This is an optimization exercise on Yosys and OpenROAD, whose aim is small area, a short achievable clock period and few clock cycles per item, not a production implementation. Only simulation tests tie the RTL to the original design; equivalence was not proved. Power and IR drop assume default switching activity.

Setup of run a:
// int_div_top
module int_div_top (
	input  wire                clk,
	input  wire                rst_n_i,
	input  logic               req_i,
	input  logic               req_op_i,        
	input  logic [63:0]        req_dividend_i,
	input  logic [63:0]        req_divisor_i,
	output logic               ack_o,
	output logic [63:0]        rsp_quotient_o,
	output logic [63:0]        rsp_remainder_o,
	output logic               rsp_div_by_zero_o
);
	logic       a_neg, b_neg, b_zero, a_pow2;
	logic [6:0] lz_a, lz_b;
	assign a_neg  = ~req_op_i & req_dividend_i[63];
	assign b_neg  = ~req_op_i & req_divisor_i[63];
	assign b_zero = ~|req_divisor_i;
	logic [63:0] y_a, y_b;
	assign y_a = {req_op_i & req_dividend_i[63], req_dividend_i[62:0] ^ req_dividend_i[63:1]};
	assign y_b = {req_op_i & req_divisor_i[63], req_divisor_i[62:0] ^ req_divisor_i[63:1]};
	div_lzc64 i_lz_a (.x_i(y_a), .cnt_o(lz_a));
	div_lzc64 i_lz_b (.x_i(y_b), .cnt_o(lz_b));
	function automatic logic top_above(input logic [63:0] ya, input logic [63:0] yb);
		logic [63:0] va, vb, gt;
		va = ya;
		vb = yb;
		gt = yb & ~ya;
		for (int w = 1; w < 64; w = w * 2) begin
			for (int i = 0; i < 64; i += 2 * w) begin
				gt[i] = va[i + w] ? (vb[i + w] & gt[i + w]) : (vb[i + w] | gt[i]);
				va[i] = va[i + w] | va[i];
				vb[i] = vb[i + w] | vb[i];
			end
		end
		top_above = gt[0];
	endfunction
	assign a_pow2 = a_neg & ~|(~req_dividend_i[63:1] & req_dividend_i[62:0]);
	logic st_idle, st_prep, st_algn, st_step, st_fix, st_done;
	logic        ack_q;
	logic [64:0] r_q;       
	logic [65:0] d_q;       
	logic        cin_q;     
	logic [63:0] q_q;       
	logic [6:0]  lza_q;
	logic [6:0]  lzb_q;
	logic        pow2_q;
	logic [6:0]  cnt_q;     
	logic [3:0]  srem_q;    
	logic        a_neg_q;   
	logic        same_q;    
	logic        b_neg_q;
	logic        qneg_q;    
	logic        dbz_q;
	logic [65:0] add_a;
	logic [65:0] s;
	logic        acc;
	function automatic logic [65:0] add66(input logic [65:0] a, input logic [65:0] b, input logic c);
		logic [66:0] g, p;
		g = {a & b, c};
		p = {a ^ b, 1'b0};
  ...
==> module int_div_top, before the edit <==
module int_div_top (
	input  wire                clk,
	input  wire                rst_n_i,
	input  logic               req_i,
	input  logic               req_op_i,        
	input  logic [63:0]        req_dividend_i,
	input  logic [63:0]        req_divisor_i,
	output logic               ack_o,
	output logic [63:0]        rsp_quotient_o,
	output logic [63:0]        rsp_remainder_o,
	output logic               rsp_div_by_zero_o
);
	logic       a_neg, b_neg, b_zero, a_pow2;
	logic [6:0] lz_a, lz_b;
	assign a_neg  = ~req_op_i & req_dividend_i[63];
	assign b_neg  = ~req_op_i & req_divisor_i[63];
	assign b_zero = ~|req_divisor_i;
	logic [63:0] y_a, y_b;
	assign y_a = {req_op_i & req_dividend_i[63], req_dividend_i[62:0] ^ req_dividend_i[63:1]};
	assign y_b = {req_op_i & req_divisor_i[63], req_divisor_i[62:0] ^ req_divisor_i[63:1]};
	div_lzc64 i_lz_a (.x_i(y_a), .cnt_o(lz_a));
	div_lzc64 i_lz_b (.x_i(y_b), .cnt_o(lz_b));
	function automatic logic top_above(input logic [63:0] ya, input logic [63:0] yb);
		logic [63:0] va, vb, gt;
		va = ya;
		vb = yb;
		gt = yb & ~ya;
		for (int w = 1; w < 64; w = w * 2) begin
			for (int i = 0; i < 64; i += 2 * w) begin
				gt[i] = va[i + w] ? (vb[i + w] & gt[i + w]) : (vb[i + w] | gt[i]);
				va[i] = va[i + w] | va[i];
				vb[i] = vb[i + w] | vb[i];
			end
		end
		top_above = gt[0];
	endfunction
	assign a_pow2 = a_neg & ~|(~req_dividend_i[63:1] & req_dividend_i[62:0]);
	logic st_idle, st_prep, st_algn, st_step, st_fix, st_done;
	logic        ack_q;
	logic [64:0] r_q;       
	logic [65:0] d_q;       
	logic        cin_q;     
	logic [63:0] q_q;       
	logic [6:0]  lza_q;
	logic [6:0]  lzb_q;
	logic        pow2_q;
	logic [6:0]  cnt_q;     
	logic [3:0]  srem_q;    
	logic        a_neg_q;   
	logic        same_q;    
	logic        b_neg_q;
	logic        qneg_q;    
	logic        dbz_q;
	logic [65:0] add_a;
	logic [65:0] s;
	logic        acc;
	function automatic logic [65:0] add66(input logic [65:0] a, input logic [65:0] b, input logic c);
		logic [66:0] g, p;
		g = {a & b, c};
		p = {a ^ b, 1'b0};
		for (int l = 0; l < 7; l++) begin
			for (int i = 0; i < 67; i++) begin
				if ((i >> l) & 1) begin
					g[i] = g[i] | (p[i] & g[((i >> l) << l) - 1]);
					p[i] = p[i] & p[((i >> l) << l) - 1];
				end
			end
		end
		add66 = (a ^ b) ^ g[65:0];
	endfunction
	assign add_a = {r_q[64], r_q};
	assign s     = add66(add_a, d_q, cin_q);
	assign acc   = s[65] ~^ a_neg_q;
	logic [7:0]  k;
	logic [2:0]  k_lo;
	logic [65:0] d_lo;
	logic        sh_big;
	logic [1:0]  sh8;
	logic [65:0] d_hi;
	assign k    = {1'b0, lzb_q} - {1'b0, lza_q} + {7'd0, pow2_q};
	assign k_lo = lzb_q[2:0] - lza_q[2:0] + {2'd0, pow2_q};
	assign d_lo = 66'(({{b_neg_q, b_neg_q, req_divisor_i} ^ {66{same_q}}, {7{same_q}}} << k_lo) >> 7);
	assign sh_big = srem_q[3] | srem_q[2] | (srem_q[1] & srem_q[0]);   
	assign sh8    = sh_big ? 2'd3 : srem_q[1:0];
	assign d_hi   = 66'(({d_q, {24{same_q}}} << {sh8, 3'd0}) >> 24);
	function automatic logic [63:0] below_or(input logic [63:0] x);
		logic [63:0] p;
		p = {x[62:0], 1'b0};
		for (int l = 0; l < 6; l++) begin
			for (int i = 0; i < 64; i++) begin
				if ((i >> l) & 1) p[i] = p[i] | p[((i >> l) << l) - 1];
			end
		end
		below_or = p;
	endfunction
	logic [63:0] q_fix;
	assign q_fix = qneg_q ? (q_q ^ below_or(q_q)) : q_q;
	logic last;
	logic start;
	assign last  = (cnt_q == 7'd0);
	assign start = st_idle & req_i;
	logic a_short;
	assign a_short = ~a_pow2 & top_above(y_a, y_b);
	always_ff @(posedge clk or negedge rst_n_i) begin
		if (!rst_n_i) begin
			st_idle <= 1'b1;
			st_prep <= 1'b0;
			st_algn <= 1'b0;
			st_step <= 1'b0;
			st_fix  <= 1'b0;
			st_done <= 1'b0;
			ack_q   <= 1'b0;
		end else begin
			st_idle <= (st_idle & ~req_i) | (st_done & ~req_i);
			st_prep <= start & ~a_short;
			st_algn <= (st_prep & ~dbz_q & ~k[7] & (k[6:3] != 4'd0)) | (st_algn & sh_big & (srem_q != 4'd3));
			st_step <= (st_prep & ~dbz_q & ~k[7] & (k[6:3] == 4'd0)) | (st_algn & ~(sh_big & (srem_q != 4'd3))) |
				(st_step & ~last);
			st_fix  <= st_step & last & (a_neg_q | qneg_q);
			st_done <= (start & a_short) | (st_prep & (dbz_q | k[7])) | (st_step & last & ~a_neg_q & ~qneg_q) |
				st_fix | (st_done & req_i);
			ack_q   <= (start & a_short) | (st_prep & (dbz_q | k[7])) | (st_step & last & ~a_neg_q & ~qneg_q) |
				st_fix | (st_done & req_i);
		end
	end
	always_ff @(posedge clk) begin
		if (start) begin
			r_q <= {a_neg, req_dividend_i};
		end else if ((st_step & acc) | (st_prep & a_neg_q & ~k[7] & ~dbz_q) | (st_fix & a_neg_q)) begin
			r_q <= s[64:0];
		end
	end
	always_ff @(posedge clk) begin
		if (start) begin
			q_q <= '0;
		end else if (st_prep & dbz_q) begin
			q_q <= '1;
		end else if (st_step) begin
			q_q <= {q_q[62:0], acc};
		end else if (st_fix) begin
			q_q <= q_fix;
		end
	end
	always_ff @(posedge clk) begin
		if (start) begin
			d_q <= '1;
		end else if (st_prep) begin
			d_q <= d_lo;
		end else if (st_algn) begin
			d_q <= d_hi;
		end else if (st_step) begin
			d_q <= last ? '0 : {d_q[65], d_q[65:1]};
		end
		if (start) begin
			cin_q <= 1'b0;
		end else if (st_prep) begin
			cin_q <= same_q;
		end else if (st_step & last) begin
			cin_q <= 1'b1;
		end
	end
	always_ff @(posedge clk) begin
		if (start) begin
			lza_q   <= lz_a;
			lzb_q   <= lz_b;
			pow2_q  <= a_pow2;
			a_neg_q <= a_neg;
			same_q  <= (a_neg == b_neg);
			b_neg_q <= b_neg;
			qneg_q  <= a_neg ^ b_neg;
			dbz_q   <= b_zero;
		end
		if (st_prep) begin
			cnt_q  <= k[6:0];
			srem_q <= k[6:3];
		end else if (st_algn) begin
			srem_q <= srem_q - {2'd0, sh8};
		end else if (st_step) begin
			cnt_q <= cnt_q - 7'd1;
		end
	end
	assign ack_o             = ack_q;
	assign rsp_quotient_o    = q_q;
	assign rsp_remainder_o   = r_q[63:0];
	assign rsp_div_by_zero_o = dbz_q;
endmodule
clock: 5.0 ns
lec_check: 0
cap_margin: 20
core_margin: 2
core_utilization: 40
setup_slack_margin: 1.5
slew_margin: 20
standard.sh (not shown) runs the stock make flow with config.mk's settings and CLKGATE_MAP_FILE= SYNTH_SCRIPT=/design/flow/synth_recipe.tcl, a recipe that flattens the netlist after the stock synthesis.
==> flow/flow/run.sh <==
#!/bin/bash
# The standard layout (the standard.sh: standard synthesis, floorplan,
# placement, CTS, routing), with one change: the port buffers that
# buffer_ports inserts on every input and output are buf_2 cells instead of
# the delay cell it picks by default. Make's full output goes to
# flow_make.log here; ORFS's per-step logs stay under orfs/logs/.
set -euo pipefail
bash standard.sh 'BUFFER_PORTS_ARGS=-buffer_cell sky130_fd_sc_hd__buf_2' finish > flow_make.log 2>&1
Testbench counts of run a, summed over its fixed seeds: cycles 82,064, items 8,000.
Input-level comparison between run b and run a:
diff --git a/flow/design.v b/flow/design.v
--- a/flow/design.v
+++ b/flow/design.v
@@ -89,13 +89,15 @@
 	logic [64:0] r_q;       
 	logic [65:0] d_q;       
 	logic        cin_q;     
 	logic [63:0] q_q;       
-	logic [6:0]  lza_q;
-	logic [6:0]  lzb_q;
+	logic [6:0]  lza_q;     
+	logic [6:0]  lzb_q;     
 	logic        pow2_q;
-	logic [6:0]  cnt_q;     
-	logic [3:0]  srem_q;    
+	logic [6:0]  cnt_q;
+	logic [3:0]  srem_q;
+	assign cnt_q  = lza_q;
+	assign srem_q = lzb_q[3:0];
 	logic        a_neg_q;   
 	logic        same_q;    
 	logic        b_neg_q;
 	logic        qneg_q;    
@@ -190,16 +192,18 @@
 			q_q <= q_fix;
 		end
 	end
 	always_ff @(posedge clk) begin
-		if (start) begin
-			d_q <= '1;
-		end else if (st_prep) begin
+		if (st_prep) begin
 			d_q <= d_lo;
 		end else if (st_algn) begin
 			d_q <= d_hi;
 		end else if (st_step) begin
 			d_q <= last ? '0 : {d_q[65], d_q[65:1]};
+		end else if (st_fix) begin
+			d_q <= '0;
+		end else begin
+			d_q <= '1;
 		end
 		if (start) begin
 			cin_q <= 1'b0;
 		end else if (st_prep) begin
@@ -208,25 +212,26 @@
 			cin_q <= 1'b1;
 		end
 	end
 	always_ff @(posedge clk) begin
-		if (start) begin
-			lza_q   <= lz_a;
-			lzb_q   <= lz_b;
-			pow2_q  <= a_pow2;
-			a_neg_q <= a_neg;
-			same_q  <= (a_neg == b_neg);
-			b_neg_q <= b_neg;
-			qneg_q  <= a_neg ^ b_neg;
-			dbz_q   <= b_zero;
-		end
-		if (st_prep) begin
-			cnt_q  <= k[6:0];
-			srem_q <= k[6:3];
+		pow2_q  <= a_pow2;
+		a_neg_q <= a_neg;
+		same_q  <= (a_neg == b_neg);
+		b_neg_q <= b_neg;
+		qneg_q  <= a_neg ^ b_neg;
+		if (start) begin
+			dbz_q <= b_zero;
+		end
+		if (start) begin
+			lza_q <= lz_a;
+			lzb_q <= lz_b;
+		end else if (st_prep) begin
+			lza_q <= k[6:0];
+			lzb_q <= {3'd0, k[6:3]};
 		end else if (st_algn) begin
-			srem_q <= srem_q - {2'd0, sh8};
+			lzb_q <= {3'd0, srem_q - {2'd0, sh8}};
 		end else if (st_step) begin
-			cnt_q <= cnt_q - 7'd1;
+			lza_q <= lza_q - 7'd1;
 		end
 	end
 	assign ack_o             = ack_q;
 	assign rsp_quotient_o    = q_q;
No stage failed in run b, and the final checks on the layout all came back clean. In the reports for run a and run b, the larger full die area belongs to run a. Delta (run b minus run a): final cell count without fillers went down by 1.3%; final period utilization higher. As far as fraction of registers with async set or reset after synthesis is concerned, run a and run b perform about the same. Post-layout instance area went down by a few percent going from run a to run b. On buffer count from post-CTS setup fixing: run b sits above run a. The overall power of the completed layout in run b sits about 15% above the value recorded for run a. Buffer and inverter count on the worst path sits higher in run b than in run a.
Testbench counts of run b, summed over its fixed seeds: cycles 82,064, items 8,000.

==> separate check: timing with driven ports <==
Ports are ideal in the flow. The routed layouts listed here were re-timed in OpenROAD.
Step 1: set_driving_cell puts a clkbuf_16 on clk and a buf_2 on each other input, an assumption about the parent block.
Step 2 adds t to the input delays and takes it off the output delays; t is the mean of the earliest and latest rising clock arrival at the registers after step 1. Input paths then give back, and output paths get back, about the clock's delay inside the block.
Three values: ideal ports, drivers, drivers and shift; two values: the first two.
run | t, ns | slack for setup (ns) | worst register clock-pin slew, ns
run a | 0.628 | 1.427 / 1.427 / 1.027 | 0.06 / 0.06
run b | 0.638 | 1.296 / 1.296 / 1.016 | 0.06 / 0.06
After both steps setup and hold are still met in every run listed. The setup slack of run a, which loses most, moves by 0.000 ns with the drivers and by -0.400 ns with both steps.
